From an optimization exercise on the open Yosys and OpenROAD flow, aimed at small area, a short achievable clock period and few clock cycles; shortcuts taken in it are not production practice. Only simulation tests tie the RTL to the original design; equivalence was not proved. No activity file was given, so power comes from the tool's default toggle rates.

**design/flow/standard.sh**
```bash
#!/bin/bash
# synth_recipe.tcl (not shown) runs the flow's synth.tcl, then flattens the netlist and writes it again
# the make line also repeats each setting of config.mk as NAME=value (left out here)
make -C /OpenROAD-flow-scripts/flow DESIGN_CONFIG=/design/flow/config.mk WORK_HOME=/design/flow/orfs CLKGATE_MAP_FILE= SYNTH_SCRIPT=/design/flow/synth_recipe.tcl "${@:-finish}"
```
**design/flow/flow/run.sh**
```bash
#!/bin/bash
# Standard layout, with the timing repair steps asked for extra setup slack.
set -e
cp standard.sh standard_sh.txt
cp config.mk config_orig.mk
echo "export SETUP_SLACK_MARGIN = 6.85" >> config.mk
bash standard.sh > standard.log 2>&1
```
**design/flow/config.mk**
```make
export PLATFORM = sky130hd
export DESIGN_NAME = cd_stat_accum
export DESIGN_NICKNAME = cd_stat_accum
export VERILOG_FILES = /design/flow/design.v
export SDC_FILE = /design/flow/constraint.sdc
export NUM_CORES = 4
export LEC_CHECK = 0
export CAP_MARGIN = 20
export CORE_MARGIN = 2
export CORE_UTILIZATION = 40
export CTS_BUF_LIST = sky130_fd_sc_hd__clkbuf_8 sky130_fd_sc_hd__clkbuf_16
export CTS_CLUSTER_DIAMETER = 100
export CTS_CLUSTER_SIZE = 30
export SLEW_MARGIN = 20
export SETUP_SLACK_MARGIN = 6.85
```
**design/flow/constraint.sdc**
```tcl
create_clock -name core_clock -period 10.0 [get_ports {clk}]
set_input_delay 2.0000 -clock core_clock [delete_from_list [all_inputs] [get_ports {clk}]]
set_output_delay 2.0000 -clock core_clock [all_outputs]
set_load 0.01 [all_outputs]
```
**design/flow/design.v**
```verilog
package rbm_pkg;
   localparam int ACC_W      = 32;
   localparam int ACC_FRAC   = 23;
   localparam int PROD_SHIFT = 7;
   typedef logic signed [15:0]      q1_15_t;
   typedef logic signed [ACC_W-1:0] q7_23_t;
   typedef logic signed [31:0]      q2_30_t;
   localparam q7_23_t SAT_MAX = 32'sh7FFF_FFFF;
   localparam q7_23_t SAT_MIN = 32'sh8000_0000;
   typedef logic [2:0] state_t;
   localparam state_t S_IDLE   = 3'd0;
   localparam state_t S_CLEAR  = 3'd1;
   localparam state_t S_LOAD_V = 3'd2;
   localparam state_t S_SWEEP  = 3'd3;
   localparam state_t S_DRAIN  = 3'd4;
   localparam state_t S_DONE   = 3'd5;
   typedef struct packed {
      q7_23_t sum;
      logic   sat;
   } sat_res_t;
   function automatic sat_res_t sat_add(input q7_23_t a, input q7_23_t b);
      logic signed [ACC_W:0] s;
      logic                  ov;
      s     = {a[ACC_W-1], a} + {b[ACC_W-1], b};
      ov    = (s[ACC_W] != s[ACC_W-1]);
      if (!ov) sat_add = {s[ACC_W-1:0], 1'b0};
      else     sat_add = {(s[ACC_W] ? SAT_MIN : SAT_MAX), 1'b1};
   endfunction
endpackage
module acc_mac_pipe (
   input  logic [15:0] v,
   input  logic [7:0]  one,
   input  logic [7:0]  two,
   input  logic [7:0]  neg,
   output logic [24:0] s_hi,
   output logic [24:0] c_hi,
   output logic        cin
);
   wire pp0_0 = ((one[0] & v[0]) | (two[0] & 1'b0)) ^ neg[0];
   wire pp0_1 = ((one[0] & v[1]) | (two[0] & v[0])) ^ neg[0];
   wire pp0_2 = ((one[0] & v[2]) | (two[0] & v[1])) ^ neg[0];
   wire pp0_3 = ((one[0] & v[3]) | (two[0] & v[2])) ^ neg[0];
   wire pp0_4 = ((one[0] & v[4]) | (two[0] & v[3])) ^ neg[0];
   wire pp0_5 = ((one[0] & v[5]) | (two[0] & v[4])) ^ neg[0];
   wire pp0_6 = ((one[0] & v[6]) | (two[0] & v[5])) ^ neg[0];
   wire pp0_7 = ((one[0] & v[7]) | (two[0] & v[6])) ^ neg[0];
   wire pp0_8 = ((one[0] & v[8]) | (two[0] & v[7])) ^ neg[0];
   wire pp0_9 = ((one[0] & v[9]) | (two[0] & v[8])) ^ neg[0];
   wire pp0_10 = ((one[0] & v[10]) | (two[0] & v[9])) ^ neg[0];
   wire pp0_11 = ((one[0] & v[11]) | (two[0] & v[10])) ^ neg[0];
   wire pp0_12 = ((one[0] & v[12]) | (two[0] & v[11])) ^ neg[0];
   wire pp0_13 = ((one[0] & v[13]) | (two[0] & v[12])) ^ neg[0];
   wire pp0_14 = ((one[0] & v[14]) | (two[0] & v[13])) ^ neg[0];
   wire pp0_15 = ((one[0] & v[15]) | (two[0] & v[14])) ^ neg[0];
   wire pp0_16 = ((one[0] & v[15]) | (two[0] & v[15])) ^ neg[0];
   wire nsg0 = ~pp0_16;
   wire pp1_0 = ((one[1] & v[0]) | (two[1] & 1'b0)) ^ neg[1];
   wire pp1_1 = ((one[1] & v[1]) | (two[1] & v[0])) ^ neg[1];
   wire pp1_2 = ((one[1] & v[2]) | (two[1] & v[1])) ^ neg[1];
   wire pp1_3 = ((one[1] & v[3]) | (two[1] & v[2])) ^ neg[1];
   wire pp1_4 = ((one[1] & v[4]) | (two[1] & v[3])) ^ neg[1];
   wire pp1_5 = ((one[1] & v[5]) | (two[1] & v[4])) ^ neg[1];
   wire pp1_6 = ((one[1] & v[6]) | (two[1] & v[5])) ^ neg[1];
   wire pp1_7 = ((one[1] & v[7]) | (two[1] & v[6])) ^ neg[1];
   wire pp1_8 = ((one[1] & v[8]) | (two[1] & v[7])) ^ neg[1];
   wire pp1_9 = ((one[1] & v[9]) | (two[1] & v[8])) ^ neg[1];
   wire pp1_10 = ((one[1] & v[10]) | (two[1] & v[9])) ^ neg[1];
   wire pp1_11 = ((one[1] & v[11]) | (two[1] & v[10])) ^ neg[1];
   wire pp1_12 = ((one[1] & v[12]) | (two[1] & v[11])) ^ neg[1];
   wire pp1_13 = ((one[1] & v[13]) | (two[1] & v[12])) ^ neg[1];
   wire pp1_14 = ((one[1] & v[14]) | (two[1] & v[13])) ^ neg[1];
   wire pp1_15 = ((one[1] & v[15]) | (two[1] & v[14])) ^ neg[1];
   wire pp1_16 = ((one[1] & v[15]) | (two[1] & v[15])) ^ neg[1];
   wire nsg1 = ~pp1_16;
   wire pp2_0 = ((one[2] & v[0]) | (two[2] & 1'b0)) ^ neg[2];
   wire pp2_1 = ((one[2] & v[1]) | (two[2] & v[0])) ^ neg[2];
   wire pp2_2 = ((one[2] & v[2]) | (two[2] & v[1])) ^ neg[2];
   wire pp2_3 = ((one[2] & v[3]) | (two[2] & v[2])) ^ neg[2];
   wire pp2_4 = ((one[2] & v[4]) | (two[2] & v[3])) ^ neg[2];
   wire pp2_5 = ((one[2] & v[5]) | (two[2] & v[4])) ^ neg[2];
   wire pp2_6 = ((one[2] & v[6]) | (two[2] & v[5])) ^ neg[2];
   wire pp2_7 = ((one[2] & v[7]) | (two[2] & v[6])) ^ neg[2];
   wire pp2_8 = ((one[2] & v[8]) | (two[2] & v[7])) ^ neg[2];
   wire pp2_9 = ((one[2] & v[9]) | (two[2] & v[8])) ^ neg[2];
   wire pp2_10 = ((one[2] & v[10]) | (two[2] & v[9])) ^ neg[2];
   wire pp2_11 = ((one[2] & v[11]) | (two[2] & v[10])) ^ neg[2];
   wire pp2_12 = ((one[2] & v[12]) | (two[2] & v[11])) ^ neg[2];
   wire pp2_13 = ((one[2] & v[13]) | (two[2] & v[12])) ^ neg[2];
   wire pp2_14 = ((one[2] & v[14]) | (two[2] & v[13])) ^ neg[2];
   wire pp2_15 = ((one[2] & v[15]) | (two[2] & v[14])) ^ neg[2];
   wire pp2_16 = ((one[2] & v[15]) | (two[2] & v[15])) ^ neg[2];
   wire nsg2 = ~pp2_16;
   wire pp3_0 = ((one[3] & v[0]) | (two[3] & 1'b0)) ^ neg[3];
   wire pp3_1 = ((one[3] & v[1]) | (two[3] & v[0])) ^ neg[3];
   wire pp3_2 = ((one[3] & v[2]) | (two[3] & v[1])) ^ neg[3];
   wire pp3_3 = ((one[3] & v[3]) | (two[3] & v[2])) ^ neg[3];
   wire pp3_4 = ((one[3] & v[4]) | (two[3] & v[3])) ^ neg[3];
   wire pp3_5 = ((one[3] & v[5]) | (two[3] & v[4])) ^ neg[3];
   wire pp3_6 = ((one[3] & v[6]) | (two[3] & v[5])) ^ neg[3];
   wire pp3_7 = ((one[3] & v[7]) | (two[3] & v[6])) ^ neg[3];
   wire pp3_8 = ((one[3] & v[8]) | (two[3] & v[7])) ^ neg[3];
   wire pp3_9 = ((one[3] & v[9]) | (two[3] & v[8])) ^ neg[3];
   wire pp3_10 = ((one[3] & v[10]) | (two[3] & v[9])) ^ neg[3];
   wire pp3_11 = ((one[3] & v[11]) | (two[3] & v[10])) ^ neg[3];
   wire pp3_12 = ((one[3] & v[12]) | (two[3] & v[11])) ^ neg[3];
   wire pp3_13 = ((one[3] & v[13]) | (two[3] & v[12])) ^ neg[3];
   wire pp3_14 = ((one[3] & v[14]) | (two[3] & v[13])) ^ neg[3];
   wire pp3_15 = ((one[3] & v[15]) | (two[3] & v[14])) ^ neg[3];
   wire pp3_16 = ((one[3] & v[15]) | (two[3] & v[15])) ^ neg[3];
   wire nsg3 = ~pp3_16;
   wire pp4_0 = ((one[4] & v[0]) | (two[4] & 1'b0)) ^ neg[4];
   wire pp4_1 = ((one[4] & v[1]) | (two[4] & v[0])) ^ neg[4];
   wire pp4_2 = ((one[4] & v[2]) | (two[4] & v[1])) ^ neg[4];
   wire pp4_3 = ((one[4] & v[3]) | (two[4] & v[2])) ^ neg[4];
   wire pp4_4 = ((one[4] & v[4]) | (two[4] & v[3])) ^ neg[4];
   wire pp4_5 = ((one[4] & v[5]) | (two[4] & v[4])) ^ neg[4];
   wire pp4_6 = ((one[4] & v[6]) | (two[4] & v[5])) ^ neg[4];
   wire pp4_7 = ((one[4] & v[7]) | (two[4] & v[6])) ^ neg[4];
   wire pp4_8 = ((one[4] & v[8]) | (two[4] & v[7])) ^ neg[4];
   wire pp4_9 = ((one[4] & v[9]) | (two[4] & v[8])) ^ neg[4];
   wire pp4_10 = ((one[4] & v[10]) | (two[4] & v[9])) ^ neg[4];
   wire pp4_11 = ((one[4] & v[11]) | (two[4] & v[10])) ^ neg[4];
   wire pp4_12 = ((one[4] & v[12]) | (two[4] & v[11])) ^ neg[4];
   wire pp4_13 = ((one[4] & v[13]) | (two[4] & v[12])) ^ neg[4];
   wire pp4_14 = ((one[4] & v[14]) | (two[4] & v[13])) ^ neg[4];
   wire pp4_15 = ((one[4] & v[15]) | (two[4] & v[14])) ^ neg[4];
   wire pp4_16 = ((one[4] & v[15]) | (two[4] & v[15])) ^ neg[4];
   wire nsg4 = ~pp4_16;
   wire pp5_0 = ((one[5] & v[0]) | (two[5] & 1'b0)) ^ neg[5];
   wire pp5_1 = ((one[5] & v[1]) | (two[5] & v[0])) ^ neg[5];
   wire pp5_2 = ((one[5] & v[2]) | (two[5] & v[1])) ^ neg[5];
   wire pp5_3 = ((one[5] & v[3]) | (two[5] & v[2])) ^ neg[5];
   wire pp5_4 = ((one[5] & v[4]) | (two[5] & v[3])) ^ neg[5];
   wire pp5_5 = ((one[5] & v[5]) | (two[5] & v[4])) ^ neg[5];
   wire pp5_6 = ((one[5] & v[6]) | (two[5] & v[5])) ^ neg[5];
   wire pp5_7 = ((one[5] & v[7]) | (two[5] & v[6])) ^ neg[5];
   wire pp5_8 = ((one[5] & v[8]) | (two[5] & v[7])) ^ neg[5];
   wire pp5_9 = ((one[5] & v[9]) | (two[5] & v[8])) ^ neg[5];
   wire pp5_10 = ((one[5] & v[10]) | (two[5] & v[9])) ^ neg[5];
   wire pp5_11 = ((one[5] & v[11]) | (two[5] & v[10])) ^ neg[5];
   wire pp5_12 = ((one[5] & v[12]) | (two[5] & v[11])) ^ neg[5];
   wire pp5_13 = ((one[5] & v[13]) | (two[5] & v[12])) ^ neg[5];
   wire pp5_14 = ((one[5] & v[14]) | (two[5] & v[13])) ^ neg[5];
   wire pp5_15 = ((one[5] & v[15]) | (two[5] & v[14])) ^ neg[5];
   wire pp5_16 = ((one[5] & v[15]) | (two[5] & v[15])) ^ neg[5];
   wire nsg5 = ~pp5_16;
   wire pp6_0 = ((one[6] & v[0]) | (two[6] & 1'b0)) ^ neg[6];
   wire pp6_1 = ((one[6] & v[1]) | (two[6] & v[0])) ^ neg[6];
   wire pp6_2 = ((one[6] & v[2]) | (two[6] & v[1])) ^ neg[6];
   wire pp6_3 = ((one[6] & v[3]) | (two[6] & v[2])) ^ neg[6];
   wire pp6_4 = ((one[6] & v[4]) | (two[6] & v[3])) ^ neg[6];
   wire pp6_5 = ((one[6] & v[5]) | (two[6] & v[4])) ^ neg[6];
   wire pp6_6 = ((one[6] & v[6]) | (two[6] & v[5])) ^ neg[6];
   wire pp6_7 = ((one[6] & v[7]) | (two[6] & v[6])) ^ neg[6];
   wire pp6_8 = ((one[6] & v[8]) | (two[6] & v[7])) ^ neg[6];
   wire pp6_9 = ((one[6] & v[9]) | (two[6] & v[8])) ^ neg[6];
   wire pp6_10 = ((one[6] & v[10]) | (two[6] & v[9])) ^ neg[6];
   wire pp6_11 = ((one[6] & v[11]) | (two[6] & v[10])) ^ neg[6];
   wire pp6_12 = ((one[6] & v[12]) | (two[6] & v[11])) ^ neg[6];
   wire pp6_13 = ((one[6] & v[13]) | (two[6] & v[12])) ^ neg[6];
   wire pp6_14 = ((one[6] & v[14]) | (two[6] & v[13])) ^ neg[6];
   wire pp6_15 = ((one[6] & v[15]) | (two[6] & v[14])) ^ neg[6];
   wire pp6_16 = ((one[6] & v[15]) | (two[6] & v[15])) ^ neg[6];
   wire nsg6 = ~pp6_16;
   wire pp7_0 = ((one[7] & v[0]) | (two[7] & 1'b0)) ^ neg[7];
   wire pp7_1 = ((one[7] & v[1]) | (two[7] & v[0])) ^ neg[7];
   wire pp7_2 = ((one[7] & v[2]) | (two[7] & v[1])) ^ neg[7];
   wire pp7_3 = ((one[7] & v[3]) | (two[7] & v[2])) ^ neg[7];
   wire pp7_4 = ((one[7] & v[4]) | (two[7] & v[3])) ^ neg[7];
   wire pp7_5 = ((one[7] & v[5]) | (two[7] & v[4])) ^ neg[7];
   wire pp7_6 = ((one[7] & v[6]) | (two[7] & v[5])) ^ neg[7];
   wire pp7_7 = ((one[7] & v[7]) | (two[7] & v[6])) ^ neg[7];
   wire pp7_8 = ((one[7] & v[8]) | (two[7] & v[7])) ^ neg[7];
   wire pp7_9 = ((one[7] & v[9]) | (two[7] & v[8])) ^ neg[7];
   wire pp7_10 = ((one[7] & v[10]) | (two[7] & v[9])) ^ neg[7];
   wire pp7_11 = ((one[7] & v[11]) | (two[7] & v[10])) ^ neg[7];
   wire pp7_12 = ((one[7] & v[12]) | (two[7] & v[11])) ^ neg[7];
   wire pp7_13 = ((one[7] & v[13]) | (two[7] & v[12])) ^ neg[7];
   wire pp7_14 = ((one[7] & v[14]) | (two[7] & v[13])) ^ neg[7];
   wire pp7_15 = ((one[7] & v[15]) | (two[7] & v[14])) ^ neg[7];
   wire pp7_16 = ((one[7] & v[15]) | (two[7] & v[15])) ^ neg[7];
   wire nsg7 = ~pp7_16;
   wire hs1 = pp0_10 ^ pp1_8;
   wire hc1 = pp0_10 & pp1_8;
   wire hs2 = pp0_11 ^ pp1_9;
   wire hc2 = pp0_11 & pp1_9;
   wire fs3 = pp0_12 ^ pp1_10 ^ pp2_8;
   wire fc3 = (pp0_12 & pp1_10) | (pp0_12 & pp2_8) | (pp1_10 & pp2_8);
   wire hs4 = pp3_6 ^ pp4_4;
   wire hc4 = pp3_6 & pp4_4;
   wire fs5 = pp0_13 ^ pp1_11 ^ pp2_9;
   wire fc5 = (pp0_13 & pp1_11) | (pp0_13 & pp2_9) | (pp1_11 & pp2_9);
   wire hs6 = pp3_7 ^ pp4_5;
   wire hc6 = pp3_7 & pp4_5;
   wire fs7 = pp0_14 ^ pp1_12 ^ pp2_10;
   wire fc7 = (pp0_14 & pp1_12) | (pp0_14 & pp2_10) | (pp1_12 & pp2_10);
   wire fs8 = pp3_8 ^ pp4_6 ^ pp5_4;
   wire fc8 = (pp3_8 & pp4_6) | (pp3_8 & pp5_4) | (pp4_6 & pp5_4);
   wire hs9 = pp6_2 ^ pp7_0;
   wire hc9 = pp6_2 & pp7_0;
   wire fs10 = pp0_15 ^ pp1_13 ^ pp2_11;
   wire fc10 = (pp0_15 & pp1_13) | (pp0_15 & pp2_11) | (pp1_13 & pp2_11);
   wire fs11 = pp3_9 ^ pp4_7 ^ pp5_5;
   wire fc11 = (pp3_9 & pp4_7) | (pp3_9 & pp5_5) | (pp4_7 & pp5_5);
   wire hs12 = pp6_3 ^ pp7_1;
   wire hc12 = pp6_3 & pp7_1;
   wire fs13 = pp0_16 ^ pp1_14 ^ pp2_12;
   wire fc13 = (pp0_16 & pp1_14) | (pp0_16 & pp2_12) | (pp1_14 & pp2_12);
   wire fs14 = pp3_10 ^ pp4_8 ^ pp5_6;
   wire fc14 = (pp3_10 & pp4_8) | (pp3_10 & pp5_6) | (pp4_8 & pp5_6);
   wire hs15 = pp6_4 ^ pp7_2;
   wire hc15 = pp6_4 & pp7_2;
   wire fs16 = pp0_16 ^ pp1_15 ^ pp2_13;
   wire fc16 = (pp0_16 & pp1_15) | (pp0_16 & pp2_13) | (pp1_15 & pp2_13);
   wire fs17 = pp3_11 ^ pp4_9 ^ pp5_7;
   wire fc17 = (pp3_11 & pp4_9) | (pp3_11 & pp5_7) | (pp4_9 & pp5_7);
   wire hs18 = pp6_5 ^ pp7_3;
   wire hc18 = pp6_5 & pp7_3;
   wire fs19 = nsg0 ^ nsg1 ^ pp2_14;
   wire fc19 = (nsg0 & nsg1) | (nsg0 & pp2_14) | (nsg1 & pp2_14);
   wire fs20 = pp3_12 ^ pp4_10 ^ pp5_8;
   wire fc20 = (pp3_12 & pp4_10) | (pp3_12 & pp5_8) | (pp4_10 & pp5_8);
   wire hs21 = pp6_6 ^ pp7_4;
   wire hc21 = pp6_6 & pp7_4;
   wire fs22 = 1'b1 ^ pp2_15 ^ pp3_13;
   wire fc22 = (1'b1 & pp2_15) | (1'b1 & pp3_13) | (pp2_15 & pp3_13);
   wire fs23 = pp4_11 ^ pp5_9 ^ pp6_7;
   wire fc23 = (pp4_11 & pp5_9) | (pp4_11 & pp6_7) | (pp5_9 & pp6_7);
   wire fs24 = nsg2 ^ pp3_14 ^ pp4_12;
   wire fc24 = (nsg2 & pp3_14) | (nsg2 & pp4_12) | (pp3_14 & pp4_12);
   wire hs25 = 1'b1 ^ pp3_15;
   wire hc25 = 1'b1 & pp3_15;
   wire hs26 = pp0_6 ^ pp1_4;
   wire hc26 = pp0_6 & pp1_4;
   wire hs27 = pp0_7 ^ pp1_5;
   wire hc27 = pp0_7 & pp1_5;
   wire fs28 = pp0_8 ^ pp1_6 ^ pp2_4;
   wire fc28 = (pp0_8 & pp1_6) | (pp0_8 & pp2_4) | (pp1_6 & pp2_4);
   wire hs29 = pp3_2 ^ pp4_0;
   wire hc29 = pp3_2 & pp4_0;
   wire fs30 = pp0_9 ^ pp1_7 ^ pp2_5;
   wire fc30 = (pp0_9 & pp1_7) | (pp0_9 & pp2_5) | (pp1_7 & pp2_5);
   wire hs31 = pp3_3 ^ pp4_1;
   wire hc31 = pp3_3 & pp4_1;
   wire fs32 = hs1 ^ pp2_6 ^ pp3_4;
   wire fc32 = (hs1 & pp2_6) | (hs1 & pp3_4) | (pp2_6 & pp3_4);
   wire fs33 = pp4_2 ^ pp5_0 ^ neg[5];
   wire fc33 = (pp4_2 & pp5_0) | (pp4_2 & neg[5]) | (pp5_0 & neg[5]);
   wire fs34 = hc1 ^ hs2 ^ pp2_7;
   wire fc34 = (hc1 & hs2) | (hc1 & pp2_7) | (hs2 & pp2_7);
   wire fs35 = pp3_5 ^ pp4_3 ^ pp5_1;
   wire fc35 = (pp3_5 & pp4_3) | (pp3_5 & pp5_1) | (pp4_3 & pp5_1);
   wire fs36 = hc2 ^ fs3 ^ hs4;
   wire fc36 = (hc2 & fs3) | (hc2 & hs4) | (fs3 & hs4);
   wire fs37 = pp5_2 ^ pp6_0 ^ neg[6];
   wire fc37 = (pp5_2 & pp6_0) | (pp5_2 & neg[6]) | (pp6_0 & neg[6]);
   wire fs38 = fc3 ^ hc4 ^ fs5;
   wire fc38 = (fc3 & hc4) | (fc3 & fs5) | (hc4 & fs5);
   wire fs39 = hs6 ^ pp5_3 ^ pp6_1;
   wire fc39 = (hs6 & pp5_3) | (hs6 & pp6_1) | (pp5_3 & pp6_1);
   wire fs40 = fc5 ^ hc6 ^ fs7;
   wire fc40 = (fc5 & hc6) | (fc5 & fs7) | (hc6 & fs7);
   wire fs41 = fs8 ^ hs9 ^ neg[7];
   wire fc41 = (fs8 & hs9) | (fs8 & neg[7]) | (hs9 & neg[7]);
   wire fs42 = fc7 ^ fc8 ^ hc9;
   wire fc42 = (fc7 & fc8) | (fc7 & hc9) | (fc8 & hc9);
   wire fs43 = fs10 ^ fs11 ^ hs12;
   wire fc43 = (fs10 & fs11) | (fs10 & hs12) | (fs11 & hs12);
   wire fs44 = fc10 ^ fc11 ^ hc12;
   wire fc44 = (fc10 & fc11) | (fc10 & hc12) | (fc11 & hc12);
   wire fs45 = fs13 ^ fs14 ^ hs15;
   wire fc45 = (fs13 & fs14) | (fs13 & hs15) | (fs14 & hs15);
   wire fs46 = fc13 ^ fc14 ^ hc15;
   wire fc46 = (fc13 & fc14) | (fc13 & hc15) | (fc14 & hc15);
   wire fs47 = fs16 ^ fs17 ^ hs18;
   wire fc47 = (fs16 & fs17) | (fs16 & hs18) | (fs17 & hs18);
   wire fs48 = fc16 ^ fc17 ^ hc18;
   wire fc48 = (fc16 & fc17) | (fc16 & hc18) | (fc17 & hc18);
   wire fs49 = fs19 ^ fs20 ^ hs21;
   wire fc49 = (fs19 & fs20) | (fs19 & hs21) | (fs20 & hs21);
   wire fs50 = fc19 ^ fc20 ^ hc21;
   wire fc50 = (fc19 & fc20) | (fc19 & hc21) | (fc20 & hc21);
   wire fs51 = fs22 ^ fs23 ^ pp7_5;
   wire fc51 = (fs22 & fs23) | (fs22 & pp7_5) | (fs23 & pp7_5);
   wire fs52 = fc22 ^ fc23 ^ fs24;
   wire fc52 = (fc22 & fc23) | (fc22 & fs24) | (fc23 & fs24);
   wire fs53 = pp5_10 ^ pp6_8 ^ pp7_6;
   wire fc53 = (pp5_10 & pp6_8) | (pp5_10 & pp7_6) | (pp6_8 & pp7_6);
   wire fs54 = fc24 ^ hs25 ^ pp4_13;
   wire fc54 = (fc24 & hs25) | (fc24 & pp4_13) | (hs25 & pp4_13);
   wire fs55 = pp5_11 ^ pp6_9 ^ pp7_7;
   wire fc55 = (pp5_11 & pp6_9) | (pp5_11 & pp7_7) | (pp6_9 & pp7_7);
   wire fs56 = hc25 ^ nsg3 ^ pp4_14;
   wire fc56 = (hc25 & nsg3) | (hc25 & pp4_14) | (nsg3 & pp4_14);
   wire fs57 = pp5_12 ^ pp6_10 ^ pp7_8;
   wire fc57 = (pp5_12 & pp6_10) | (pp5_12 & pp7_8) | (pp6_10 & pp7_8);
   wire fs58 = 1'b1 ^ pp4_15 ^ pp5_13;
   wire fc58 = (1'b1 & pp4_15) | (1'b1 & pp5_13) | (pp4_15 & pp5_13);
   wire hs59 = pp6_11 ^ pp7_9;
   wire hc59 = pp6_11 & pp7_9;
   wire fs60 = nsg4 ^ pp5_14 ^ pp6_12;
   wire fc60 = (nsg4 & pp5_14) | (nsg4 & pp6_12) | (pp5_14 & pp6_12);
   wire hs61 = 1'b1 ^ pp5_15;
   wire hc61 = 1'b1 & pp5_15;
   wire hs62 = pp0_4 ^ pp1_2;
   wire hc62 = pp0_4 & pp1_2;
   wire hs63 = pp0_5 ^ pp1_3;
   wire hc63 = pp0_5 & pp1_3;
   wire fs64 = hs26 ^ pp2_2 ^ pp3_0;
   wire fc64 = (hs26 & pp2_2) | (hs26 & pp3_0) | (pp2_2 & pp3_0);
   wire fs65 = hc26 ^ hs27 ^ pp2_3;
   wire fc65 = (hc26 & hs27) | (hc26 & pp2_3) | (hs27 & pp2_3);
   wire fs66 = hc27 ^ fs28 ^ hs29;
   wire fc66 = (hc27 & fs28) | (hc27 & hs29) | (fs28 & hs29);
   wire fs67 = fc28 ^ hc29 ^ fs30;
   wire fc67 = (fc28 & hc29) | (fc28 & fs30) | (hc29 & fs30);
   wire fs68 = fc30 ^ hc31 ^ fs32;
   wire fc68 = (fc30 & hc31) | (fc30 & fs32) | (hc31 & fs32);
   wire fs69 = fc32 ^ fc33 ^ fs34;
   wire fc69 = (fc32 & fc33) | (fc32 & fs34) | (fc33 & fs34);
   wire fs70 = fc34 ^ fc35 ^ fs36;
   wire fc70 = (fc34 & fc35) | (fc34 & fs36) | (fc35 & fs36);
   wire fs71 = fc36 ^ fc37 ^ fs38;
   wire fc71 = (fc36 & fc37) | (fc36 & fs38) | (fc37 & fs38);
   wire fs72 = fc38 ^ fc39 ^ fs40;
   wire fc72 = (fc38 & fc39) | (fc38 & fs40) | (fc39 & fs40);
   wire fs73 = fc40 ^ fc41 ^ fs42;
   wire fc73 = (fc40 & fc41) | (fc40 & fs42) | (fc41 & fs42);
   wire fs74 = fc42 ^ fc43 ^ fs44;
   wire fc74 = (fc42 & fc43) | (fc42 & fs44) | (fc43 & fs44);
   wire fs75 = fc44 ^ fc45 ^ fs46;
   wire fc75 = (fc44 & fc45) | (fc44 & fs46) | (fc45 & fs46);
   wire fs76 = fc46 ^ fc47 ^ fs48;
   wire fc76 = (fc46 & fc47) | (fc46 & fs48) | (fc47 & fs48);
   wire fs77 = fc48 ^ fc49 ^ fs50;
   wire fc77 = (fc48 & fc49) | (fc48 & fs50) | (fc49 & fs50);
   wire fs78 = fc50 ^ fc51 ^ fs52;
   wire fc78 = (fc50 & fc51) | (fc50 & fs52) | (fc51 & fs52);
   wire fs79 = fc52 ^ fc53 ^ fs54;
   wire fc79 = (fc52 & fc53) | (fc52 & fs54) | (fc53 & fs54);
   wire fs80 = fc54 ^ fc55 ^ fs56;
   wire fc80 = (fc54 & fc55) | (fc54 & fs56) | (fc55 & fs56);
   wire fs81 = fc56 ^ fc57 ^ fs58;
   wire fc81 = (fc56 & fc57) | (fc56 & fs58) | (fc57 & fs58);
   wire fs82 = fc58 ^ hc59 ^ fs60;
   wire fc82 = (fc58 & hc59) | (fc58 & fs60) | (hc59 & fs60);
   wire fs83 = fc60 ^ hs61 ^ pp6_13;
   wire fc83 = (fc60 & hs61) | (fc60 & pp6_13) | (hs61 & pp6_13);
   wire fs84 = hc61 ^ nsg5 ^ pp6_14;
   wire fc84 = (hc61 & nsg5) | (hc61 & pp6_14) | (nsg5 & pp6_14);
   wire hs85 = 1'b1 ^ pp6_15;
   wire hc85 = 1'b1 & pp6_15;
   wire hs86 = pp0_2 ^ pp1_0;
   wire hc86 = pp0_2 & pp1_0;
   wire hs87 = pp0_3 ^ pp1_1;
   wire hc87 = pp0_3 & pp1_1;
   wire fs88 = hs62 ^ pp2_0 ^ neg[2];
   wire fc88 = (hs62 & pp2_0) | (hs62 & neg[2]) | (pp2_0 & neg[2]);
   wire fs89 = hc62 ^ hs63 ^ pp2_1;
   wire fc89 = (hc62 & hs63) | (hc62 & pp2_1) | (hs63 & pp2_1);
   wire fs90 = hc63 ^ fs64 ^ neg[3];
   wire fc90 = (hc63 & fs64) | (hc63 & neg[3]) | (fs64 & neg[3]);
   wire fs91 = fc64 ^ fs65 ^ pp3_1;
   wire fc91 = (fc64 & fs65) | (fc64 & pp3_1) | (fs65 & pp3_1);
   wire fs92 = fc65 ^ fs66 ^ neg[4];
   wire fc92 = (fc65 & fs66) | (fc65 & neg[4]) | (fs66 & neg[4]);
   wire fs93 = fc66 ^ fs67 ^ hs31;
   wire fc93 = (fc66 & fs67) | (fc66 & hs31) | (fs67 & hs31);
   wire fs94 = fc67 ^ fs68 ^ fs33;
   wire fc94 = (fc67 & fs68) | (fc67 & fs33) | (fs68 & fs33);
   wire fs95 = fc68 ^ fs69 ^ fs35;
   wire fc95 = (fc68 & fs69) | (fc68 & fs35) | (fs69 & fs35);
   wire fs96 = fc69 ^ fs70 ^ fs37;
   wire fc96 = (fc69 & fs70) | (fc69 & fs37) | (fs70 & fs37);
   wire fs97 = fc70 ^ fs71 ^ fs39;
   wire fc97 = (fc70 & fs71) | (fc70 & fs39) | (fs71 & fs39);
   wire fs98 = fc71 ^ fs72 ^ fs41;
   wire fc98 = (fc71 & fs72) | (fc71 & fs41) | (fs72 & fs41);
   wire fs99 = fc72 ^ fs73 ^ fs43;
   wire fc99 = (fc72 & fs73) | (fc72 & fs43) | (fs73 & fs43);
   wire fs100 = fc73 ^ fs74 ^ fs45;
   wire fc100 = (fc73 & fs74) | (fc73 & fs45) | (fs74 & fs45);
   wire fs101 = fc74 ^ fs75 ^ fs47;
   wire fc101 = (fc74 & fs75) | (fc74 & fs47) | (fs75 & fs47);
   wire fs102 = fc75 ^ fs76 ^ fs49;
   wire fc102 = (fc75 & fs76) | (fc75 & fs49) | (fs76 & fs49);
   wire fs103 = fc76 ^ fs77 ^ fs51;
   wire fc103 = (fc76 & fs77) | (fc76 & fs51) | (fs77 & fs51);
   wire fs104 = fc77 ^ fs78 ^ fs53;
   wire fc104 = (fc77 & fs78) | (fc77 & fs53) | (fs78 & fs53);
   wire fs105 = fc78 ^ fs79 ^ fs55;
   wire fc105 = (fc78 & fs79) | (fc78 & fs55) | (fs79 & fs55);
   wire fs106 = fc79 ^ fs80 ^ fs57;
   wire fc106 = (fc79 & fs80) | (fc79 & fs57) | (fs80 & fs57);
   wire fs107 = fc80 ^ fs81 ^ hs59;
   wire fc107 = (fc80 & fs81) | (fc80 & hs59) | (fs81 & hs59);
   wire fs108 = fc81 ^ fs82 ^ pp7_10;
   wire fc108 = (fc81 & fs82) | (fc81 & pp7_10) | (fs82 & pp7_10);
   wire fs109 = fc82 ^ fs83 ^ pp7_11;
   wire fc109 = (fc82 & fs83) | (fc82 & pp7_11) | (fs83 & pp7_11);
   wire fs110 = fc83 ^ fs84 ^ pp7_12;
   wire fc110 = (fc83 & fs84) | (fc83 & pp7_12) | (fs84 & pp7_12);
   wire fs111 = fc84 ^ hs85 ^ pp7_13;
   wire fc111 = (fc84 & hs85) | (fc84 & pp7_13) | (hs85 & pp7_13);
   wire fs112 = hc85 ^ nsg6 ^ pp7_14;
   wire fc112 = (hc85 & nsg6) | (hc85 & pp7_14) | (nsg6 & pp7_14);
   wire hs113 = 1'b1 ^ pp7_15;
   wire hc113 = 1'b1 & pp7_15;
   wire [31:0] rs = {1'b1, hc113, fc112, fc111, fc110, fc109, fc108, fc107, fc106, fc105, fc104, fc103, fc102, fc101, fc100, fc99, fc98, fc97, fc96, fc95, fc94, fc93, fc92, fc91, fc90, fc89, fc88, hc87, hc86, hs86, pp0_1, pp0_0};
   wire [31:0] rc = {1'b0, nsg7, hs113, fs112, fs111, fs110, fs109, fs108, fs107, fs106, fs105, fs104, fs103, fs102, fs101, fs100, fs99, fs98, fs97, fs96, fs95, fs94, fs93, fs92, fs91, fs90, fs89, fs88, hs87, neg[1], 1'b0, neg[0]};
   wire [7:0]  low = {1'b0, rs[6:0]} + {1'b0, rc[6:0]};
   assign s_hi = rs[31:7];
   assign c_hi = rc[31:7];
   assign cin  = low[7];
endmodule
module add25 (
   input  logic [24:0] a,
   input  logic [24:0] b,
   input  logic        ci,
   output logic [24:0] s,
   output logic        co
);
   wire p0_0 = a[0] ^ b[0];
   wire g0_0 = a[0] & b[0];
   wire p1_1 = a[1] ^ b[1];
   wire g1_1 = a[1] & b[1];
   wire p2_2 = a[2] ^ b[2];
   wire g2_2 = a[2] & b[2];
   wire p3_3 = a[3] ^ b[3];
   wire g3_3 = a[3] & b[3];
   wire p4_4 = a[4] ^ b[4];
   wire g4_4 = a[4] & b[4];
   wire p5_5 = a[5] ^ b[5];
   wire g5_5 = a[5] & b[5];
   wire p6_6 = a[6] ^ b[6];
   wire g6_6 = a[6] & b[6];
   wire p7_7 = a[7] ^ b[7];
   wire g7_7 = a[7] & b[7];
   wire p8_8 = a[8] ^ b[8];
   wire g8_8 = a[8] & b[8];
   wire p9_9 = a[9] ^ b[9];
   wire g9_9 = a[9] & b[9];
   wire p10_10 = a[10] ^ b[10];
   wire g10_10 = a[10] & b[10];
   wire p11_11 = a[11] ^ b[11];
   wire g11_11 = a[11] & b[11];
   wire p12_12 = a[12] ^ b[12];
   wire g12_12 = a[12] & b[12];
   wire p13_13 = a[13] ^ b[13];
   wire g13_13 = a[13] & b[13];
   wire p14_14 = a[14] ^ b[14];
   wire g14_14 = a[14] & b[14];
   wire p15_15 = a[15] ^ b[15];
   wire g15_15 = a[15] & b[15];
   wire p16_16 = a[16] ^ b[16];
   wire g16_16 = a[16] & b[16];
   wire p17_17 = a[17] ^ b[17];
   wire g17_17 = a[17] & b[17];
   wire p18_18 = a[18] ^ b[18];
   wire g18_18 = a[18] & b[18];
   wire p19_19 = a[19] ^ b[19];
   wire g19_19 = a[19] & b[19];
   wire p20_20 = a[20] ^ b[20];
   wire g20_20 = a[20] & b[20];
   wire p21_21 = a[21] ^ b[21];
   wire g21_21 = a[21] & b[21];
   wire p22_22 = a[22] ^ b[22];
   wire g22_22 = a[22] & b[22];
   wire p23_23 = a[23] ^ b[23];
   wire g23_23 = a[23] & b[23];
   wire p24_24 = a[24] ^ b[24];
   wire g24_24 = a[24] & b[24];
   wire g1_0 = g1_1 | (p1_1 & g0_0);
   wire p1_0 = p1_1 & p0_0;
   wire g3_2 = g3_3 | (p3_3 & g2_2);
   wire p3_2 = p3_3 & p2_2;
   wire g5_4 = g5_5 | (p5_5 & g4_4);
   wire p5_4 = p5_5 & p4_4;
   wire g7_6 = g7_7 | (p7_7 & g6_6);
   wire p7_6 = p7_7 & p6_6;
   wire g9_8 = g9_9 | (p9_9 & g8_8);
   wire p9_8 = p9_9 & p8_8;
   wire g11_10 = g11_11 | (p11_11 & g10_10);
   wire p11_10 = p11_11 & p10_10;
   wire g13_12 = g13_13 | (p13_13 & g12_12);
   wire p13_12 = p13_13 & p12_12;
   wire g15_14 = g15_15 | (p15_15 & g14_14);
   wire p15_14 = p15_15 & p14_14;
   wire g17_16 = g17_17 | (p17_17 & g16_16);
   wire p17_16 = p17_17 & p16_16;
   wire g19_18 = g19_19 | (p19_19 & g18_18);
   wire p19_18 = p19_19 & p18_18;
   wire g21_20 = g21_21 | (p21_21 & g20_20);
   wire p21_20 = p21_21 & p20_20;
   wire g23_22 = g23_23 | (p23_23 & g22_22);
   wire p23_22 = p23_23 & p22_22;
   wire g3_0 = g3_2 | (p3_2 & g1_0);
   wire p3_0 = p3_2 & p1_0;
   wire g7_4 = g7_6 | (p7_6 & g5_4);
   wire p7_4 = p7_6 & p5_4;
   wire g11_8 = g11_10 | (p11_10 & g9_8);
   wire p11_8 = p11_10 & p9_8;
   wire g15_12 = g15_14 | (p15_14 & g13_12);
   wire p15_12 = p15_14 & p13_12;
   wire g19_16 = g19_18 | (p19_18 & g17_16);
   wire p19_16 = p19_18 & p17_16;
   wire g23_20 = g23_22 | (p23_22 & g21_20);
   wire p23_20 = p23_22 & p21_20;
   wire g7_0 = g7_4 | (p7_4 & g3_0);
   wire p7_0 = p7_4 & p3_0;
   wire g15_8 = g15_12 | (p15_12 & g11_8);
   wire p15_8 = p15_12 & p11_8;
   wire g23_16 = g23_20 | (p23_20 & g19_16);
   wire p23_16 = p23_20 & p19_16;
   wire g15_0 = g15_8 | (p15_8 & g7_0);
   wire p15_0 = p15_8 & p7_0;
   wire g23_0 = g23_16 | (p23_16 & g15_0);
   wire p23_0 = p23_16 & p15_0;
   wire g11_0 = g11_8 | (p11_8 & g7_0);
   wire p11_0 = p11_8 & p7_0;
   wire g19_0 = g19_16 | (p19_16 & g15_0);
   wire p19_0 = p19_16 & p15_0;
   wire g5_0 = g5_4 | (p5_4 & g3_0);
   wire p5_0 = p5_4 & p3_0;
   wire g9_0 = g9_8 | (p9_8 & g7_0);
   wire p9_0 = p9_8 & p7_0;
   wire g13_0 = g13_12 | (p13_12 & g11_0);
   wire p13_0 = p13_12 & p11_0;
   wire g17_0 = g17_16 | (p17_16 & g15_0);
   wire p17_0 = p17_16 & p15_0;
   wire g21_0 = g21_20 | (p21_20 & g19_0);
   wire p21_0 = p21_20 & p19_0;
   wire g2_0 = g2_2 | (p2_2 & g1_0);
   wire p2_0 = p2_2 & p1_0;
   wire g4_0 = g4_4 | (p4_4 & g3_0);
   wire p4_0 = p4_4 & p3_0;
   wire g6_0 = g6_6 | (p6_6 & g5_0);
   wire p6_0 = p6_6 & p5_0;
   wire g8_0 = g8_8 | (p8_8 & g7_0);
   wire p8_0 = p8_8 & p7_0;
   wire g10_0 = g10_10 | (p10_10 & g9_0);
   wire p10_0 = p10_10 & p9_0;
   wire g12_0 = g12_12 | (p12_12 & g11_0);
   wire p12_0 = p12_12 & p11_0;
   wire g14_0 = g14_14 | (p14_14 & g13_0);
   wire p14_0 = p14_14 & p13_0;
   wire g16_0 = g16_16 | (p16_16 & g15_0);
   wire p16_0 = p16_16 & p15_0;
   wire g18_0 = g18_18 | (p18_18 & g17_0);
   wire p18_0 = p18_18 & p17_0;
   wire g20_0 = g20_20 | (p20_20 & g19_0);
   wire p20_0 = p20_20 & p19_0;
   wire g22_0 = g22_22 | (p22_22 & g21_0);
   wire p22_0 = p22_22 & p21_0;
   wire g24_0 = g24_24 | (p24_24 & g23_0);
   wire p24_0 = p24_24 & p23_0;
   wire [25:0] c;
   assign c[0] = ci;
   assign c[1] = g0_0 | (p0_0 & ci);
   assign c[2] = g1_0 | (p1_0 & ci);
   assign c[3] = g2_0 | (p2_0 & ci);
   assign c[4] = g3_0 | (p3_0 & ci);
   assign c[5] = g4_0 | (p4_0 & ci);
   assign c[6] = g5_0 | (p5_0 & ci);
   assign c[7] = g6_0 | (p6_0 & ci);
   assign c[8] = g7_0 | (p7_0 & ci);
   assign c[9] = g8_0 | (p8_0 & ci);
   assign c[10] = g9_0 | (p9_0 & ci);
   assign c[11] = g10_0 | (p10_0 & ci);
   assign c[12] = g11_0 | (p11_0 & ci);
   assign c[13] = g12_0 | (p12_0 & ci);
   assign c[14] = g13_0 | (p13_0 & ci);
   assign c[15] = g14_0 | (p14_0 & ci);
   assign c[16] = g15_0 | (p15_0 & ci);
   assign c[17] = g16_0 | (p16_0 & ci);
   assign c[18] = g17_0 | (p17_0 & ci);
   assign c[19] = g18_0 | (p18_0 & ci);
   assign c[20] = g19_0 | (p19_0 & ci);
   assign c[21] = g20_0 | (p20_0 & ci);
   assign c[22] = g21_0 | (p21_0 & ci);
   assign c[23] = g22_0 | (p22_0 & ci);
   assign c[24] = g23_0 | (p23_0 & ci);
   assign c[25] = g24_0 | (p24_0 & ci);
   assign s = {p24_24 ^ c[24], p23_23 ^ c[23], p22_22 ^ c[22], p21_21 ^ c[21], p20_20 ^ c[20], p19_19 ^ c[19], p18_18 ^ c[18], p17_17 ^ c[17], p16_16 ^ c[16], p15_15 ^ c[15], p14_14 ^ c[14], p13_13 ^ c[13], p12_12 ^ c[12], p11_11 ^ c[11], p10_10 ^ c[10], p9_9 ^ c[9], p8_8 ^ c[8], p7_7 ^ c[7], p6_6 ^ c[6], p5_5 ^ c[5], p4_4 ^ c[4], p3_3 ^ c[3], p2_2 ^ c[2], p1_1 ^ c[1], p0_0 ^ c[0]};
   assign co = c[25];
endmodule
module cd_stat_accum
#(
   parameter int I_TILE = 64,
   parameter int H_TILE = 64,
   parameter int AW     = $clog2(I_TILE * H_TILE)
) (
   input  logic          clk,
   input  logic          rst,
   input  logic          clear,
   input  logic          v_valid,
   output logic          v_ready,
   input  logic [15:0]   v_data,
   input  logic          v_phase,
   input  logic          h_valid,
   output logic          h_ready,
   input  logic [15:0]   h_data,
   input  logic          h_last,
   output logic [AW-1:0] acc_rd_addr,
   output logic          acc_rd_bank,
   input  logic [31:0]   acc_rd_data,
   output logic [AW-1:0] acc_wr_addr,
   output logic [31:0]   acc_wr_data,
   output logic [1:0]    acc_wr_we,
   output logic          busy,
   output logic          done,
   output logic          sat_flag
);
   localparam logic [1:0] C_IDLE  = 2'd0;
   localparam logic [1:0] C_BATCH = 2'd1;
   localparam logic [1:0] C_CLEAR = 2'd2;
   logic [1:0]    cmd_q;
   logic [5:0]    c_q;         
   logic [5:0]    j_q;         
   logic [5:0]    vi_q;        
   logic          load_q;      
   logic          fused_q;     
   logic          row_q;       
   logic          ld_q;        
   logic          drain_q;     
   logic [7:0]    one_q, two_q, neg_q;    
   logic          hq_v, hq_last;
   logic          phase_q;
   logic [1023:0] ring;
   logic          vrdy_q, hrdy_q, busy_q, done_q, sat_q;
   logic          v1, v2, ph1, ph2, l1, l2, l3, clr2;
   logic [24:0]   s1, c1;
   logic          cin1;
   logic [24:0]   inc_q;
   logic [31:0]   rd_q;
   logic [31:0]   wd_q;
   logic [1:0]    we_q;
   logic [AW-1:0] wa_q;
   assign v_ready     = vrdy_q;
   assign h_ready     = hrdy_q;
   assign busy        = busy_q;
   assign done        = done_q;
   assign sat_flag    = sat_q;
   assign acc_rd_addr = {j_q, c_q};
   assign acc_rd_bank = phase_q;
   assign acc_wr_addr = wa_q;
   assign acc_wr_data = wd_q;
   assign acc_wr_we   = we_q;
   logic       v_acc, h_acc;
   logic       idle, batch, clr;
   logic       fuse_now, op0, rowdone, last_op, ends_load;
   logic [5:0] c_inc, j_inc, vi_inc;
   assign v_acc = v_valid & vrdy_q;
   assign h_acc = h_valid & hrdy_q;
   assign idle  = (cmd_q == C_IDLE);
   assign batch = (cmd_q == C_BATCH);
   assign clr   = (cmd_q == C_CLEAR);
   assign c_inc  = c_q + 6'd1;
   assign j_inc  = j_q + 6'd1;
   assign vi_inc = vi_q + 6'd1;
   assign fuse_now = (vi_q == 6'd1) ? hq_v : fused_q;
   assign op0      = batch & (row_q | (ld_q & fuse_now));
   assign ends_load = ld_q & fused_q & ~load_q & (vi_q == 6'd0);
   assign rowdone  = batch & (c_q == 6'd63) & (row_q | ends_load);
   assign last_op  = batch & row_q & (c_q == 6'd63) & hq_last;
   logic       load_n, drain_n, fused_n, hq_v_n, row_n, rdy_n, cons_n, cons_nv;
   logic [5:0] j_n;
   always_comb begin
      j_n     = j_q;
      load_n  = load_q;
      drain_n = drain_q;
      fused_n = fused_q;
      if (batch) begin
         if (ld_q & (vi_q == 6'd1)) fused_n = hq_v;
         if (rowdone) begin
            j_n = j_inc;
            if (row_q & (j_q == 6'd63)) begin
               if (hq_last) drain_n = 1'b1;
               else         load_n  = 1'b1;
            end
         end
         if (done_q) begin
            drain_n = 1'b0;
            j_n     = 6'd0;
            load_n  = 1'b1;
         end
      end
   end
   assign hq_v_n = hq_v & ~rowdone;
   assign row_n  = batch & ~done_q & ~load_n & ~drain_n;
   assign rdy_n  = idle ? ~clear :
                   clr  ? done_q :
                   (done_q | (~drain_q & ((c_q + 6'd2) == vi_q) &
                              (load_q | (row_q & (j_q == 6'd63) & ~hq_last & (c_q == 6'd62)))));
   assign cons_n  = batch & (c_q == 6'd62) & row_q;
   assign cons_nv = batch & (c_q == 6'd62) & (vi_q == 6'd63) & fused_q;
   always_ff @(posedge clk) begin
      if (rst) begin
         cmd_q   <= C_IDLE;
         c_q     <= 6'd63;
         j_q     <= '0;
         vi_q    <= '0;
         load_q  <= 1'b1;
         fused_q <= 1'b0;
         row_q   <= 1'b0;
         ld_q    <= 1'b0;
         drain_q <= 1'b0;
         hq_v    <= 1'b0;
         hq_last <= 1'b0;
         phase_q <= 1'b0;
         vrdy_q  <= 1'b0;
         hrdy_q  <= 1'b0;
         busy_q  <= 1'b0;
         done_q  <= 1'b0;
         sat_q   <= 1'b0;
      end else begin
         if (idle) begin
            if (clear)      cmd_q <= C_CLEAR;
            else if (v_acc) cmd_q <= C_BATCH;
         end else if (done_q) begin
            cmd_q <= C_IDLE;
         end
         busy_q <= idle ? (clear | v_acc) : ~done_q;
         if (idle | done_q) c_q <= v_acc ? 6'd0 : 6'd63;
         else               c_q <= c_inc;
         j_q     <= j_n;
         drain_q <= drain_n;
         fused_q <= fused_n;
         ld_q    <= v_acc;
         if (v_acc) begin
            vi_q   <= vi_inc;
            load_q <= (vi_q != 6'd63);
         end else begin
            vi_q   <= (batch & done_q) ? 6'd0 : vi_q;
            load_q <= load_n;
         end
         if (v_acc & (vi_q == 6'd0)) phase_q <= v_phase;
         if (h_acc) begin
            hq_v    <= 1'b1;
            hq_last <= h_last;
         end else begin
            hq_v    <= hq_v_n;
         end
         if (c_q == 6'd63) row_q <= row_n & (h_acc | hq_v_n);
         else if (batch & done_q) row_q <= 1'b0;
         vrdy_q <= v_acc ? (vi_q != 6'd63) : rdy_n;
         if (idle)
            hrdy_q <= ~clear & ~h_acc & ~hq_v;
         else if (batch & ~done_q & ~drain_n)
            hrdy_q <= h_acc ? (cons_n | (v_acc & cons_nv))
                            : (~hq_v_n | cons_n | (v_acc & cons_nv));
         else
            hrdy_q <= done_q & ~hq_v;
         done_q <= l3 | (clr & we_q[0] & (wa_q == {AW{1'b1}}));
         if (idle & clear)  sat_q <= 1'b0;
         else if (v2 & ovf) sat_q <= 1'b1;
      end
   end
   logic [16:0] hx;
   logic [7:0]  one_d, two_d, neg_d;
   assign hx = {h_data, 1'b0};
   always_comb begin
      for (int k = 0; k < 8; k++) begin
         neg_d[k] = hx[2*k+2];
         one_d[k] = hx[2*k+1] ^ hx[2*k];
         two_d[k] = (hx[2*k+2] & ~hx[2*k+1] & ~hx[2*k]) | (~hx[2*k+2] & hx[2*k+1] & hx[2*k]);
      end
   end
   always_ff @(posedge clk) begin
      if (h_acc) begin
         one_q <= one_d;
         two_q <= two_d;
         neg_q <= neg_d;
      end
      ring <= {ring[1007:0], v_acc ? v_data : ring[1023:1008]};
   end
   logic [24:0] s0, c0;
   logic        cin0;
   acc_mac_pipe u_mul (
      .v    (ring[15:0]),
      .one  (one_q),
      .two  (two_q),
      .neg  (neg_q),
      .s_hi (s0),
      .c_hi (c0),
      .cin  (cin0)
   );
   logic [24:0] lo;
   logic [7:0]  m_hi, hi_p, hi_m, r_hi;
   logic        up, dn, ovf;
   logic [31:0] res;
   assign lo   = {1'b0, rd_q[23:0]} + {1'b0, inc_q[23:0]};
   assign m_hi = rd_q[31:24];
   assign hi_p = m_hi + 8'd1;
   assign hi_m = m_hi - 8'd1;
   assign up   = lo[24] & ~inc_q[24];
   assign dn   = ~lo[24] & inc_q[24];
   assign r_hi = up ? hi_p : (dn ? hi_m : m_hi);
   assign ovf  = (up & (m_hi == 8'h7F)) | (dn & (m_hi == 8'h80));
   assign res  = ovf ? {m_hi[7], {31{~m_hi[7]}}} : {r_hi, lo[23:0]};
   logic [24:0] inc_d;
   logic        inc_co;
   add25 u_inc (.a(s1), .b(c1), .ci(cin1), .s(inc_d), .co(inc_co));
   always_ff @(posedge clk) begin
      s1    <= s0;
      c1    <= c0;
      cin1  <= cin0;
      inc_q <= clr ? 25'd0 : inc_d;
      rd_q  <= clr ? 32'd0 : acc_rd_data;
      wd_q  <= res;
   end
   always_ff @(posedge clk) begin
      if (rst) begin
         v1   <= 1'b0;
         v2   <= 1'b0;
         ph1  <= 1'b0;
         ph2  <= 1'b0;
         l1   <= 1'b0;
         l2   <= 1'b0;
         l3   <= 1'b0;
         we_q <= 2'b00;
         wa_q <= '0;
         clr2 <= 1'b0;
      end else begin
         v1   <= op0;
         ph1  <= phase_q;
         l1   <= last_op;
         v2   <= v1;
         ph2  <= ph1;
         l2   <= l1;
         l3   <= l2;
         clr2 <= clr & ~done_q;
         if (clr & ~done_q) we_q <= (we_q[0] & (wa_q == {AW{1'b1}})) ? 2'b00 : {2{clr2}};
         else                we_q <= v2 ? (ph2 ? 2'b10 : 2'b01) : 2'b00;
         wa_q <= wa_q + {{(AW-1){1'b0}}, |we_q};
      end
   end
endmodule
```
==> results of run 1 <==
[cells in the final DEF (no fill, tap or decap), drive strengths merged, types with 17 or more instances in the layout]
master | Yosys | final
edfxtp | 24 | 24
o21ai | 75 | 75
inv | 112 | 116
a21o | 20 | 20
a22oi | 123 | 123
nor3 | 16 | 17
xor2 | 89 | 89
ha | 84 | 84
nor2 | 77 | 77
and2 | 37 | 37
nand2 | 105 | 105
dfxtp | 1217 | 1217
a21oi | 68 | 68
fa | 88 | 88
buf | 6 | 188
clkbuf | 93 | 52
clkdlybuf4s50 | 0 | 69
nand3 | 28 | 29
xnor2 | 113 | 113
[through the flow]
| step | cell area, µm² | utilization | power (mW) |
|---|---|---|---|
| finish | 39700 | 0.465 | 9.50 |
| global route | 39700 | 0.465 | 10.0 |
| CTS | 39200 | 0.459 | 9.56 |
| detailed placement | 37000 | 0.433 | 7.22 |
| global placement | 37000 | 0.433 | 7.19 |
| floorplan | 34600 | - | 6.70 |
[flip-flops by register name (all words and copies together), names as in the netlist, 2 cells and up]
signal / count
s1: 24
wd_q: 32
one_q: 8
cmd_q: 2
inc_q: 25
neg_q: 8
c_q: 6
wa_q: 12
two_q: 8
rd_q: 32
ring: 1024
c1: 24
vi_q: 6
we_q: 2
j_q: 6
[worst reg2reg max path: cells and delay by family, from the launching register on]
| family | cells | cell delay [ns] |
|---|---|---|
| flops | 1 | 0.43 |
| compound gates | 1 | 0.17 |
| fa+ha+maj | 4 | 1.92 |
| buf+inv | 4 | 0.32 |
| xor+xnor | 1 | 0.12 |
[path summary, 6_finish.rpt]
check	cells after the start	startpoint	endpoint	slack, ns
worst min register to register	0	ring[291]	ring[307]	0.31
worst max register to register	10	two_q[1]	c1[5]	6.92
worst max-delay path	1	phase_q	acc_rd_bank	6.88
worst min-delay path	0	ring[291]	ring[307]	0.31
[metal layers]
metal  GRT usage  part of all wire  vias to the layer above
met3      0.0211             0.041                      122
met4      0.0446             0.030                        2
li1            -                 -                     8615
met5           0           0.00022                        -
met2       0.212              0.46                      318
met1       0.172              0.47                     8551
[power groups by stage]
| stage | sequential (mW) | clock (mW) | combinational [mW] |
|---|---|---|---|
| floorplan | 5.55 | 0 | 1.15 |
| CTS | 5.49 | 2.47 | 1.60 |
| global placement | 5.61 | 0 | 1.58 |
| global route | 5.51 | 2.65 | 1.87 |
| detailed placement | 5.61 | 0 | 1.61 |
| finish | 5.48 | 2.38 | 1.65 |
[repair_timing]
item / CTS / global route
endpoints found under the setup margin: 151 / 72
gates resized for setup: 375 / 58
pin swaps: 2 / 23
cloned: 1 / 2
buffers inserted: 88 / 30
[final cells by class]
cell class	instances	area, µm²	share of cell area
Multi-Input combinational cell	1081	8990	0.226
Inverter	112	424	0.0107
Tap cell	1144	1430	0.0360
Sequential cell	1241	25200	0.635
Timing Repair Buffer	257	2170	0.0547
Clock buffer	52	1280	0.0322
Clock inverter	11	186	0.00469
[logic make-up (layout without fill, tap and decap cells)]
family / Yosys count / after routing / synth area share
flip-flops: 1241 / 1241 / 0.725
AND/OR/NAND/NOR: 354 / 356 / 0.0507
AO/OA/AOI/OAI: 345 / 346 / 0.0671
buffers and inverters: 211 / 432 / 0.0231
XOR/XNOR: 202 / 202 / 0.0511
adder cells (fa/ha/maj): 172 / 172 / 0.0813
multiplexers: 5 / 5 / 0.00148
[synthesized netlist by cell type (3+ instances only)]
master,n,area [µm²]
nand2b_1,13,81.3
edfxtp_1,24,721
clkbuf_1,93,349
inv_1,112,420
nor2b_1,14,87.6
a211oi_1,9,67.6
nand3_1,28,140
nand4_1,8,50.1
o21a_1,4,30.0
a31oi_1,7,43.8
ha_1,84,1050
nor3_1,14,70.1
a21o_1,19,143
and2_1,35,219
a21oi_1,67,335
o21ai_1,6,30.0
nand3b_1,7,52.6
fa_1,88,1760
or3_1,11,68.8
nor2_1,77,289
nor4_1,5,31.3
nand2_1,105,394
or2_2,10,62.6
xor2_1,89,780
mux2i_1,4,40.0
dfxtp_1,1217,24400
o21ai_0,66,330
o211ai_1,6,45.0
o21bai_1,8,60.1
and3_1,10,62.6
xnor2_1,113,990
a311oi_1,4,35.0
a22oi_1,123,923
o21ai_2,3,26.3
buf_1,4,15.0
==> metrics.md, run 1 <==
| Metric | Value |
|---|---|
| Status | timing/DRC/antenna clean |
| Finished Layout Cells | 3898 |
| #FFs+latches synth | 1241 |
| Die ar. | 88800 µm² |
| Share of post-route cells with drive strength above 1 | 0.144 |
| HP Class | reg -> reg |
| Synth unique cells | 73 |
| CP delay by family, top | flip-flops |
| Skew final | 0.0318 ns |
| Final hold viol count | 0 |
| CTS root buf | clkbuf_16 |
| Area Growth Syn to Fin | 14.8% |
| Clock Power Share | 0.250 |
| Cts hold-fix bufs | 0 |
| Maximum vdd drop | 0.140 mV |
| Die span in y | 298 µm |
| Chip Width | 298 µm |
| Clk Latency, worst-skew pair | 0.63 ns |
| Comb pwr share | 0.173 |
| Max stage delay on crit path | 0.38 ns |
| Buffer and inverter count on the worst path | 1 |
| TritonCTS Buffers | 49 |
| Final ANT Viol Nets | 0 |
| Sw Share | 0.259 |
| ANT cells | 0 |
| Setup-failing EPs final | 0 |
| Largest net degree at the start of global routing | 52 |
| Placed cells | 3714 |
| Internal power | 7.05 mW |
| Avg Vias per Cell | 4.52 |
| Reg clk slew, reported paths | 0.11 ns |
| DP Worst Slack | 5.86 ns |
| Sw Pwr | 2.46 mW |
| Pwr dens | 239 nW/µm² |
| Synth Flop Type | dfxtp_1 |
| Synth Instances | 2530 |
| Synth Cell Area | 34600 µm² |
| IO buf count | 134 |
| Crit Path Max Fanout | 2 |
| Net count after synthesis | 2773 |
| DR DRC count | 0 |
| Sink Count | 1241 |
| EDFF count, synth | 24 |
| Crit-path slowest cell | dfxtp_4 |
| Initial antenna violation count | 6 |
| RSZ-0062 raised after global routing | yes |
| CP Launch Type | flop |
| Detailed Place HPWL | 37200 µm |
| Top Ports | 135 |
| Iteration count of the initial detailed-routing pass | 5 |
| Vias in the first global route | 18200 |
| Max Root-Sink Buffers | 3 |
| Post-Route WL | 58100 µm |
| CP endpoint kind | output pin |
| Fillers | 7592 |
| Crit path cell chain | buf_6 |
| Worst relative slew slack | 0.378 |
| Nets | 2985 |
| YS warnings | 1 |
| Crit share post-route | 0.312 |
| First-pass GRT wire length | 93500 µm |
| Mean Syn Cell Area | 13.7 µm² |
| Pleak | 15.9 nW |
| Max Slew Vio Count | 0 |
| Worst EP arrival | 1.12 ns |
| Grt total ovfl | 0 |
| Via count | 17600 |
| Post-synth ARST share | 0 |
| Min cycle time layout | 3.12 ns |
| Share of the yosys chip area belonging to registers | 0.725 |
| Max Cap Viol | 0 |
| CTS tree | built |
| Total Routing Usage GR | 0.129 |
| CTS H-Tree Depth | 2 |
| Worst setup margin | 6.88 ns |
| Avg WL per Cell | 14.9 µm |
| Measured slew at the worst slew-check pin | 0.932 ns |
| Req. time, crit path | 8.00 ns |
| Hold slack final | 0.306 ns |
| CORE AREA | 85400 µm² |
| Routability cong. | 0.809 |
| Max frequency | 321 MHz |
| DRT iter0 DRCs | 814 |
| Setup tns final | 0 ns |
| Initial Util | 0.405 |
| Worst Setup Path Type | reg -> out |
| Sequential power share | 0.576 |
| Row cnt | 107 |
Testbench counts, summed over its fixed seeds: cycles 294,972.
==> inputs of run 2 (changes only) <==
--- a/design/flow/config.mk
+++ b/design/flow/config.mk
@@ -9,6 +9,6 @@
 export CORE_MARGIN = 2
 export CORE_UTILIZATION = 40
-export CTS_BUF_LIST = sky130_fd_sc_hd__clkbuf_8 sky130_fd_sc_hd__clkbuf_16
-export CTS_CLUSTER_DIAMETER = 100
+export CTS_BUF_LIST = sky130_fd_sc_hd__clkbuf_16
+export CTS_CLUSTER_DIAMETER = 60
 export CTS_CLUSTER_SIZE = 30
 export SLEW_MARGIN = 20
==> run 2 against run 1 <==
Combinational power about the same. Hold slack better by 0.011 ns. Clock-buffer cell count up 17. Global-route usage up 0.18 points. Setup slack worse by 0.0095 ns. Flip-flop and latch count unchanged. Final cell count up 0.69%. Highest routed layer unchanged. First-iteration DRC count up 2.6%. Maximum frequency down 0.30%. Core utilization up 0.93 points. Clock power up 32%. Die area unchanged.
==> metrics.md, run 2 <==
| Metric | Value |
|---|---|
| Post-Route WL | 58100 µm (about the same) |
| Worst EP arrival | 1.13 ns (about the same) |
| ANT cells | 0 (unchanged) |
| Req. time, crit path | 8.00 ns (about the same) |
| Top Ports | 135 (unchanged) |
| Initial antenna violation count | 8 (+2) |
| Post-synth ARST share | 0 (unchanged) |
| Sink Count | 1241 (unchanged) |
| Max stage delay on crit path | 0.37 ns (about the same) |
| Area Growth Syn to Fin | 17.1% |
| CORE AREA | 85400 µm² (unchanged) |
| Max frequency | 320 MHz (-0.30%) |
| Top-count cell post-synth | dfxtp_1 |
| Synth area leaders | dfxtp_1 (70%), fa_1 (5.1%), ha_1 (3.0%), xnor2_1 (2.9%), a22oi_1 (2.7%) |
| Share of the yosys chip area belonging to registers | 0.725 (unchanged) |
| Hold path endpoint | ring[128] |
| Yosys top cell by area | dfxtp_1 |
| Share of post-route cells with drive strength above 1 | 0.148 (+0.00363) |
| Synth unique cells | 73 (unchanged) |
| Post-synth top cells | dfxtp_1 (1217), a22oi_1 (123), xnor2_1 (113) |
| DRT iter0 DRCs | 835 (+2.6%) |
| Net count after synthesis | 2773 (unchanged) |
| EDFF count, synth | 24 (unchanged) |
| Most common cell after layout, fill and taps aside | dfxtp_1 |
| DR DRC count | 0 (unchanged) |
| Die span in y | 298 µm (unchanged) |
| Skew final | 0.0354 ns (+0.00362 ns) |
| Crit path cell chain | buf_6 |
| Hold depth | 0 (unchanged) |
| Largest register by flop count | ring |
| Synth Flop Type | dfxtp_1 |
| Total Routing Usage GR | 0.130 (+0.00178) |
| CTS tree | built |
| Start point of the worst hold path | ring[112] |
| YS warnings | 1 (unchanged) |
| Area of the multi-input gates | 8990 µm² (about the same) |
| Status | timing/DRC/antenna clean |
| Vias in the first global route | 18500 (+1.4%) |
| HP Class | reg -> reg |
| Storage element area | 25200 µm² (about the same) |
| Setup tns final | 0 ns (unchanged) |
| Initial Util | 0.405 (unchanged) |
| Max Cap Viol | 0 (unchanged) |
| Pleak | 16.3 nW (+2.3%) |
| Reg clk slew, reported paths | 0.10 ns (about the same) |
| First-pass GRT wire length | 94200 µm (+0.69%) |
| Routability cong. | 0.809 (unchanged) |
| Buffer and inverter count on the worst path | 1 (unchanged) |
| Synth Instances | 2530 (unchanged) |
| Die ar. | 88800 µm² (unchanged) |
| Worst r2r src | ring[7] |
| Maximum vdd drop | 0.147 mV (+4.6%) |
| Min cycle time layout | 3.13 ns (+0.00949 ns) |
| Largest register FFs | 1024 (unchanged) |
| Via count | 17700 (+0.60%) |
| Row cnt | 107 (unchanged) |
| RSZ-0062 raised after global routing | yes |
| Max Slew Vio Count | 0 (unchanged) |
| Iteration count of the initial detailed-routing pass | 5 (unchanged) |
| Grt total ovfl | 0 (unchanged) |
| Mean Syn Cell Area | 13.7 µm² (unchanged) |
| Nets | 2984 (-0.034%) |
| CP delay by family, top | flip-flops |
| Crit Path Max Fanout | 2 (unchanged) |
| Final ANT Viol Nets | 0 (unchanged) |
| Avg Vias per Cell | 4.51 (about the same) |
| Synth top area share | 0.704 (unchanged) |
| Avg WL per Cell | 14.8 µm (-0.70%) |
| Fillers | 7530 (-0.82%) |
| Hold slack final | 0.317 ns (+0.0111 ns) |
| Chip Width | 298 µm (unchanged) |
| CP endpoint kind | output pin |
| Setup-failing EPs final | 0 (unchanged) |
| Worst Setup Path Type | reg -> out |
| Crit-path slowest cell | dfxtp_4 |
| Top flop regs | ring x1024, rd_q x32, wd_q x32 |
| R2r endpoint | c1[5] |
| Detailed Place HPWL | 37200 µm (unchanged) |
| IO buf count | 134 (unchanged) |
| CTS H-Tree Depth | 3 (+1) |
| Pwr dens | 253 nW/µm² (+5.7%) |
| TritonCTS Buffers | 66 (+35%) |
| CP Launch Type | flop |
| Worst relative slew slack | 0.366 (-0.0120) |
| Worst R2R Setup Slack | 6.88 ns (-0.04 ns) |
| Crit share post-route | 0.313 (+0.000949) |
| R2R depth | 9 (-1) |
| Measured slew at the worst slew-check pin | 0.950 ns (+0.0180 ns) |
| Clk Latency, worst-skew pair | 0.63 ns (about the same) |
| CTS root buf | clkbuf_16 |
| Synth Cell Area | 34600 µm² (unchanged) |
| Highest-count cells in the layout ignoring fill and taps | dfxtp_1 (1161), inv_1 (111), xnor2_1 (110) |
| #FFs+latches synth | 1241 (unchanged) |
| Final hold viol count | 0 (unchanged) |
| Max Root-Sink Buffers | 3 (unchanged) |
| Largest net degree at the start of global routing | 52 (unchanged) |
-- run 2: cell counts after synthesis --
No cell type changed its count.
-- run 2: layout make-up --
class	instances	share of cell area
clock inverter	39	0.0166
sequential	1241	0.623
multi-input combinational	1081	0.222
tap	1144	0.0353
inverter	112	0.0105
timing repair buffer	239	0.0505
clock buffer	69	0.0426
-- run 2: worst reg2reg max path, cell delays in order, from the launching register on --
cell	delay [ns]
dfxtp_4	0.53
a22oi_2	0.16
xor2_2	0.18
fa_1	0.55
inv_1	0.06
fa_1	0.50
inv_1	0.05
fa_1	0.47
inv_1	0.05
fa_1	0.43
-- run 2: power breakdown --
part | leakage [nW] | switching [mW] | total, mW | internal, mW
Sequential | 10.2 | 0.145 | 5.47 | 5.33
Combinational | 4.98 | 0.904 | 1.63 | 0.727
Clock | 1.17 | 1.67 | 3.14 | 1.47
-- run 2: cells by family after synthesis --
family | count (synthesis) | share of synthesized area
compound gates | 345 | 0.0671
simple gates | 354 | 0.0507
buf+inv | 211 | 0.0231
fa+ha+maj | 172 | 0.0813
flops | 1241 | 0.725
mux | 5 | 0.00148
xor+xnor | 202 | 0.0511
-- run 2: what timing repair did --
item                                    CTS  global route
pin swaps                                 5            32
resized for setup                       360            63
gates cloned                              1             2
endpoints found under the setup margin  142            76
hold buffers                              0             0
setup buffers                            85            15
-- run 2: worst max-delay path by stage --
stage,from,end,slack [ns],cells past startpoint
finish,phase_q,acc_rd_bank,6.87,1
CTS,done_q,done,6.63,1
global route,two_q[2],c1[5],6.75,10
global placement,v_valid,hrdy_q,5.84,6
floorplan,neg_q[0],c1[12],6.84,9
detailed placement,v_valid,hrdy_q,5.86,6
-- run 2: routing by layer --
layer	routed length, µm	GRT usage
met2	26700	0.211
met4	1770	0.0510
met5	13	0
met1	26900	0.171
met3	2730	0.0273
-- run 2: stage by stage --
stage / cells / power [mW] / util / cell area (µm²) / setup slack, ns
floorplan: 2530 / 6.70 / - / 34600 / 6.84
global placement: 3714 / 7.19 / 0.433 / 37000 / 5.84
detailed placement: 3714 / 7.22 / 0.433 / 37000 / 5.86
CTS: 3908 / 10.3 / 0.469 / 40100 / 6.63
global route: 3925 / 10.8 / 0.474 / 40500 / 6.75
finish: 3925 / 10.2 / 0.474 / 40500 / 6.87

what the ideal ports hide:
No port has a modelled driver above. Below, the same layouts with a new extraction and two added sets of constraints. Step 1 assumes that a clkbuf_16 drives the clock port and a buf_2 every other input. Step 2, shift: input delay + t, output delay - t, t = (earliest + latest rising clock arrival at the registers) / 2. This alone moves slack from input paths to output paths. Slacks: ideal ports / drivers / drivers and shift; pairs: ideal ports / drivers.
| run | shift t [ns] | setup WS [ns] |
|---|---|---|
| run 1 | 0.684 | 6.880 / 6.813 / 6.340 |
| run 2 | 0.680 | 6.871 / 6.804 / 6.354 |
After both steps every run listed still meets setup and hold.
